This is an optimization exercise on Yosys and OpenROAD, whose aim is small area, not a production implementation. The RTL was checked by simulation tests, not by an equivalence proof against the original design. Power is estimated from default activity; no workload was simulated.

// mips_cpu_bus
module mips_cpu_bus (
    input  logic        clk,
    input  logic        reset,
    output logic        active,
    output logic [31:0] register_v0,
    output logic [31:0] address,
    output logic        read,
    output logic        write,
    output logic [31:0] writedata,
    output logic [3:0]  byteenable,
    input  logic        waitrequest,
    input  logic [31:0] readdata
);
For scale: roughly 1900 cells after synthesis, roughly 140 I/O pins, ~28000 um^2 of cells after synthesis.
clock: 10.5 ns
lec_check: 0
cap_margin: 20
core_margin: 2
core_utilization: 40
cts_buf_list: sky130_fd_sc_hd__clkbuf_8
cts_cluster_diameter: 60
cts_cluster_size: 20
slew_margin: 20
buffer_ports_args: -buffer_cell sky130_fd_sc_hd__buf_1
cts_args: -sink_clustering_enable -repair_clock_nets -buf_list sky130_fd_sc_hd__clkbuf_8 -sink_clustering_size 20 -sink_clustering_max_diameter 60 -dont_use_dummy_load
standard.sh (not shown) runs the stock make flow with config.mk's settings and CLKGATE_MAP_FILE= SYNTH_SCRIPT=/design/flow/synth_recipe.tcl, a recipe that flattens the netlist after the stock synthesis.
==> flow/flow/run.sh <==
#!/bin/bash
set -e
cat >> config.mk <<'EOT'
export BUFFER_PORTS_ARGS = -buffer_cell sky130_fd_sc_hd__buf_1
export CTS_ARGS = -sink_clustering_enable -repair_clock_nets -buf_list sky130_fd_sc_hd__clkbuf_8 -sink_clustering_size 20 -sink_clustering_max_diameter 60 -dont_use_dummy_load
EOT
bash standard.sh > standard.log 2>&1
Then changed:
--- a/flow/design.v
+++ b/flow/design.v
@@ -19,21 +19,21 @@
 );
     logic [1:0] bx;
     assign bx = sub ? ~b : b;
     assign {cout, sum} = {1'b0, a} + {1'b0, bx} + {2'b00, cin};
     assign lt_s = (a[1] & ~b[1]) | (~(a[1] ^ b[1]) & sum[1]);
     assign lt_u = ~cout;
     always_comb begin
         case (fn)
             3'd0, 3'd1: res = sum;
-            3'd4:       res = a & b;
-            3'd5:       res = a | b;
-            3'd6:       res = a ^ b;
+            3'd2:       res = a & b;
+            3'd3:       res = a | b;
+            3'd4:       res = a ^ b;
             3'd7:       res = lui_digit;
             default:    res = 2'b00;
         endcase
     end
 endmodule
 `timescale 1ns/10ps
 module mips_reg_file (
     input  logic       clk,
     input  logic       clr,
@@ -89,25 +89,25 @@
     localparam logic [3:0] S_EX1   = 4'd3;    
     localparam logic [3:0] S_SHR   = 4'd4;    
     localparam logic [3:0] S_SHW   = 4'd5;    
     localparam logic [3:0] S_MEM   = 4'd6;    
     localparam logic [3:0] S_MWT   = 4'd7;    
     localparam logic [3:0] S_WB    = 4'd8;    
     localparam logic [3:0] S_HWT   = 4'd9;   
     localparam logic [3:0] S_HCAP  = 4'd10;   
     localparam logic [3:0] S_HALT  = 4'd11;
-    localparam logic [4:0] K_SUB  = 5'b00000;
-    localparam logic [4:0] K_ADD  = 5'b00001;
-    localparam logic [4:0] K_SLT  = 5'b00010;
-    localparam logic [4:0] K_SLTU = 5'b00011;
-    localparam logic [4:0] K_AND  = 5'b00100;
-    localparam logic [4:0] K_OR   = 5'b00101;
-    localparam logic [4:0] K_XOR  = 5'b00110;
+    localparam logic [4:0] K_ADD  = 5'b00000;
+    localparam logic [4:0] K_SUB  = 5'b00001;
+    localparam logic [4:0] K_AND  = 5'b00010;
+    localparam logic [4:0] K_OR   = 5'b00011;
+    localparam logic [4:0] K_XOR  = 5'b00100;
+    localparam logic [4:0] K_SLT  = 5'b00101;
+    localparam logic [4:0] K_SLTU = 5'b00110;
     localparam logic [4:0] K_LUI  = 5'b00111;
     localparam logic [4:0] K_SLL  = 5'b01000;
     localparam logic [4:0] K_SRL  = 5'b01010;
     localparam logic [4:0] K_SRA  = 5'b01011;
     localparam logic [4:0] K_JR   = 5'b10000;
     localparam logic [4:0] K_J    = 5'b10001;
     localparam logic [4:0] K_BEQ  = 5'b10010;
     localparam logic [4:0] K_BNE  = 5'b10011;
     localparam logic [4:0] K_NOP  = 5'b11000;
@@ -175,22 +175,22 @@
     assign is_sh   = kind[4:3] == 2'b01;
     assign is_sll  = is_sh && !kind[1];
     assign is_sra  = is_sh && kind[0];
     assign is_br   = kind[4:3] == 2'b10 && kind[1];
     assign is_j    = kind == K_J;
     assign is_jr   = kind == K_JR;
     assign is_ld   = kind == K_LW;
     assign is_st   = kind == K_SW;
     assign is_ldst = is_ld || is_st;
-    assign is_slt  = is_alu && fn[2:1] == 2'b01;
+    assign is_slt  = is_alu && (fn == 3'd5 || fn == 3'd6);
     assign is_lui  = kind == K_LUI;
-    assign do_sub  = is_alu && !fn[2] && fn != 3'd1;
-    assign zext    = immf && is_alu && fn[2] && fn != 3'd7;
+    assign do_sub  = is_alu && (fn == 3'd1 || fn == 3'd5 || fn == 3'd6);
+    assign zext    = immf && is_alu && (fn == 3'd2 || fn == 3'd3 || fn == 3'd4);
     logic        ph0, ph15;
     logic [1:0]  P, I, A, B;
     logic        st_ex1, st_fetch, st_mem;
     assign ph0 = ph == 4'd0;
     assign ph15 = ph == 4'd15;
     assign P = pcr[1:0];
     assign I = ir[1:0];
     assign A = rf_a;
     assign B = rf_b;
@@ -293,19 +293,19 @@
     logic [1:0] ir_top;
     logic [1:0] rv_digit;
     assign rv_digit = RV[2*ph +: 2];
     always_comb begin
         pc_we = 1'b0;
         pc_wd = inc;
         addr_sh = 1'b0;
         addr_in = nxt;
         ir_rot = 1'b0;
-        ir_top = B;
+        ir_top = I;
         case (st)
             S_CLR: begin
                 addr_sh = !ph0;
                 addr_in = rv_digit;
             end
             S_EX1: begin
                 addr_sh = !ph0;
                 addr_in = (is_ldst && !flg) ? sum : nxt;
                 if (is_j) begin
@@ -316,18 +316,19 @@
                     pc_wd = A;
                 end else if (is_br) begin
                     pc_we = 1'b1;
                     pc_wd = sum;
                 end else begin
                     pc_we = is_ldst;
                     pc_wd = nxt;
                 end
                 ir_rot = !(is_lui && !ph[3]);
+                ir_top = (is_st || is_sh) ? B : I;
             end
             S_SHR: begin
                 ir_rot = !is_sll && lt_q;
                 ir_top = fill;
             end
             S_SHW: begin
                 ir_rot = !(is_sll && lt_q);
                 ir_top = fill;
             end
@@ -412,19 +413,19 @@
         s_q <= ph[3] ? s_q : I[1];
         h_q <= ir_rot ? ir[1] : 1'b0;
         dly <= is_j ? I : im;
         if (st_ex1) begin
             if (is_ldst && ph0)
                 flg <= sum != 2'b00;
             else if (is_br)
                 flg <= neq;
             else if (is_slt && ph15)
-                flg <= fn[0] ? lt_u : lt_s;
+                flg <= (fn == 3'd5) ? lt_s : lt_u;
         end
     end
 endmodule
 `timescale 1ns/10ps
 module mips_cpu_bus (
     input  logic        clk,
     input  logic        reset,
     output logic        active,
     output logic [31:0] register_v0,
Area after synthesis went up by 0.79%.
Core utilization stays flat.
Register-to-register slack got worse by 0.10 ns.
Setup slack improves by 0.0074 ns.
Power fell by 7.8%.
Clock skew climbs by 0.0039 ns.

==> afterwards: timing with drivers on the ports <==
How much do the figures lean on ideal ports? The routed layouts below were timed once more, with nothing changed but the port constraints.
Step 1 (the two cells are an assumption about what drives the block):
set clk [get_ports {clk}]
set_driving_cell -lib_cell sky130_fd_sc_hd__clkbuf_16 $clk
set_driving_cell -lib_cell sky130_fd_sc_hd__buf_2 [delete_from_list [all_inputs] $clk]
Step 2 times the ports against the registers' clock, not the clock port: input delays grow and output delays shrink by t, the midpoint of the rising clock arrivals with the driver on.
a / b / c = ideal / step 1 / step 2; a / b = the first two.
run | shift t [ns] | setup WS [ns] | slew at the worst register clock pin (ns) | worst slew at a driven data input, ns | cell pins on the clock port's net
the first run | 0.711 | 4.971 / 4.944 / 4.944 | 0.12 / 0.12 | 0.09 | 1
the second run | 0.684 | 4.978 / 4.944 / 4.944 | 0.12 / 0.12 | 0.06 | 1
After both steps every run listed still meets setup and hold. For the second run, which loses most, drivers alone change the setup slack by -0.034 ns; drivers and shift together by -0.034 ns.
